What follows belongs to an exercise in optimizing a design on an open flow for small area, a short achievable clock period and few clock cycles per item; a production flow would make more cautious choices.
At most, simulation tests tie the RTL to the original design; equivalence was not proved.
Power figures rest on the tool's default switching activity, not on a simulated workload.

lane 4:
==> flow/design.v (excerpt) <==
module barrier_basket_payoff (
  input  wire          clk_i,
  input  wire          rst_ni,
  input  wire          cfg_we_i,
  input  wire  [1:0]   cfg_idx_i,
  input  wire  [15:0]  cfg_data_i,
  input  wire          s_axis_tvalid,
  output logic         s_axis_tready,
  input  wire  [127:0] s_axis_tdata,
  input  wire          s_axis_tuser,
  input  wire          s_axis_tlast,
  output logic         m_axis_tvalid,
  input  wire          m_axis_tready,
  output logic [31:0]  m_axis_tdata,
  output logic         m_axis_tuser
);
Size in the first run: roughly 5,500 cells after synthesis, about 1,900 flip-flops, ~67,000 um^2 of cells after synthesis.
export LEC_CHECK = 0
export CAP_MARGIN = 20
export CORE_MARGIN = 2
export CORE_UTILIZATION = 55
export CTS_CLUSTER_DIAMETER = 60
export CTS_CLUSTER_SIZE = 30
export SETUP_SLACK_MARGIN = 5
export SLEW_MARGIN = 20
export TNS_END_PERCENT = 100
create_clock -name core_clock -period 8.5 [get_ports {clk_i}]
standard.sh (not shown) runs the stock make flow with config.mk's settings and CLKGATE_MAP_FILE= SYNTH_SCRIPT=/design/flow/synth_recipe.tcl, a recipe that flattens the netlist after the stock synthesis.
==> flow/flow/run.sh <==
#!/bin/bash
set -euo pipefail
bash standard.sh "BUFFER_PORTS_ARGS=-buffer_cell sky130_fd_sc_hd__buf_2" \
  SETUP_SLACK_MARGIN=5.2 finish > std_flow.log 2>&1
Having completed the whole flow, lane 4 delivered a layout that passed the timing, design-rule and antenna checks.
Relative to lane 4, the following input files were edited for lane 3:
diff --git a/flow/design.v b/flow/design.v
--- a/flow/design.v
+++ b/flow/design.v
@@ -169,36 +169,33 @@
       bone_d[i] = wx[2*i+1] ^ wx[2*i];
       btwo_d[i] = (wx[2*i+2] & ~wx[2*i+1] & ~wx[2*i]) | (~wx[2*i+2] & wx[2*i+1] & wx[2*i]);
     end
   end
   logic        r1_chk_q, r1_lth_q, r1_leh_q, r1_ltl_q, r1_gth_q, r1_geh_q, r1_gtl_q;
   logic        r1_vl_q;
   logic [7:0]  bneg, bone, btwo;
   logic [31:0] x;
   always_ff @(posedge clk_i or negedge rst_ni) begin
     if (!rst_ni) begin
       r1_vl_q  <= 1'b0;
       r1_chk_q <= 1'b0;
-      bneg     <= 8'd0;
-      bone     <= 8'd0;
-      btwo     <= 8'd0;
     end else begin
       r1_vl_q  <= r0_vl_q;
       r1_chk_q <= r0_v_q & r0_ok_q;
-      bneg     <= bneg_d;
-      bone     <= bone_d;
-      btwo     <= btwo_d;
     end
   end
   always_ff @(posedge clk_i) begin
+    bneg     <= bneg_d;
+    bone     <= bone_d;
+    btwo     <= btwo_d;
     x        <= r0_price_q;
     r1_lth_q <= r0_price_q[31:16] <  e_lo[31:16];
     r1_leh_q <= r0_price_q[31:16] <= e_lo[31:16];
     r1_ltl_q <= r0_price_q[15:0]  <  e_lo[15:0];
     r1_gth_q <= r0_price_q[31:16] >  e_hi[31:16];
     r1_geh_q <= r0_price_q[31:16] >= e_hi[31:16];
     r1_gtl_q <= r0_price_q[15:0]  >  e_hi[15:0];
   end
   logic [63:0] mul_a, mul_b, mul_c;
   logic pp_0_0;
   assign pp_0_0 = ((bone[0] & x[0])) ^ bneg[0];
   logic pp_0_1;
@@ -1509,44 +1506,53 @@
   end
   logic [63:0] p_s, p_c, prod;
   logic        r2b_vl_q, r2b_brk_q;
   logic [47:0] r2b_p_q;
   assign p_s  = r2_a_q ^ r2_b_q ^ r2_c_q;
   assign p_c  = {((r2_a_q[62:0] & r2_b_q[62:0]) | (r2_a_q[62:0] & r2_c_q[62:0]) |
                   (r2_b_q[62:0] & r2_c_q[62:0])), 1'b0};
   assign prod = p_s + p_c;
   always_ff @(posedge clk_i or negedge rst_ni) begin
     if (!rst_ni) begin
       r2b_vl_q  <= 1'b0;
       r2b_brk_q <= 1'b0;
-      r2b_p_q   <= 48'd0;
     end else begin
       r2b_vl_q  <= r2_vl_q;
       r2b_brk_q <= r2_brk_q;
-      r2b_p_q   <= prod[47:0];
+    end
+  end
+  always_ff @(posedge clk_i) begin
+    r2b_p_q <= prod[47:0];
+  end
+  logic [2:0] flush_q;
+  always_ff @(posedge clk_i or negedge rst_ni) begin
+    if (!rst_ni) begin
+      flush_q <= 3'b111;
+    end else begin
+      flush_q <= {flush_q[1:0], 1'b0};
     end
   end
   logic [63:0] acc_q, acc_d;
   logic        acc_brk_q;
   logic [51:0] res_hi_q;    
   logic        res_z_q;     
   logic        res_brk_q;
   assign acc_d = acc_q + {{16{r2b_p_q[47]}}, r2b_p_q};
   always_ff @(posedge clk_i or negedge rst_ni) begin
     if (!rst_ni) begin
       acc_q     <= 64'd0;
       acc_brk_q <= 1'b0;
       res_v_q   <= 1'b0;
     end else begin
-      acc_q     <= r2b_vl_q ? 64'd0 : acc_d;
+      acc_q     <= (r2b_vl_q | flush_q[2]) ? 64'd0 : acc_d;
       acc_brk_q <= ~r2b_vl_q & (acc_brk_q | r2b_brk_q);
       res_v_q   <= r2b_vl_q | (res_v_q & ~out_free);
     end
   end
   always_ff @(posedge clk_i) begin
     if (r2b_vl_q) begin
       res_hi_q  <= acc_d[63:12];
       res_z_q   <= (acc_d[11:0] == 12'd0);
       res_brk_q <= acc_brk_q | r2b_brk_q;
     end
   end
   logic [19:0] u0;
Results
In the metrics for lane 3 and lane 4, the one carrying the higher proportion of register bits with asynchronous set or reset after synthesis is lane 4. Looking at worst hold slack across lane 3 and lane 4, the one that comes out higher is lane 4. Number of non-filler instances in the completed layout up 0.86% in lane 3 wrt lane 4. Clock power delta (lane 3 − lane 4): favourable. Synthesized cell count for lane 3 is higher than for lane 4. Between lane 3 and lane 4, the sequential power figures differ only marginally. Between lane 4 and lane 3, the flow reports final design area excluding fillers decreasing slightly. Per the comparison of lane 3 with lane 4, cell area after technology mapping did not really move, layout filler cell count went up. Length of routed met3 wiring grows by a few percent when moving from lane 4 to lane 3. Diff lane 4 -> lane 3: total global routing track utilization rose by 0.65 points; final period demand of the worst path fell by 0.035 ns.
Testbench counts of lane 3, summed over its fixed seeds: cycles 15,480, items 320.
Function not checked in lane 4: the RTL went through the layout flow alone.

==> what the ideal ports hide <==
The flow's constraints put no driver on any port. The routed layouts listed below were extracted and timed again, unchanged, in two steps. Step 1: set_driving_cell puts a clkbuf_16 on clk_i and a buf_2 on each other input, an assumption about the parent block. Step 2 times the ports against the registers' clock, not the clock port: input delays grow and output delays shrink by t, the midpoint of the rising clock arrivals with the driver on. Three values: ideal, step 1, step 2; two values: the first two.
run | t (ns) | slack for setup (ns) | hold WS [ns] | worst setup path at the end | cell pins on the clock port's net
lane 4 | 0.819 | 5.083 / 5.083 / 4.760 | 0.324 / 0.324 / 0.324 | input to register | 1
lane 3 | 0.822 | 5.118 / 5.118 / 4.737 | 0.313 / 0.313 / 0.313 | input to register | 1
After both steps every run listed still meets setup and hold. The setup slack of lane 3, which loses most, moves by 0.000 ns with the drivers and by -0.381 ns with both steps.
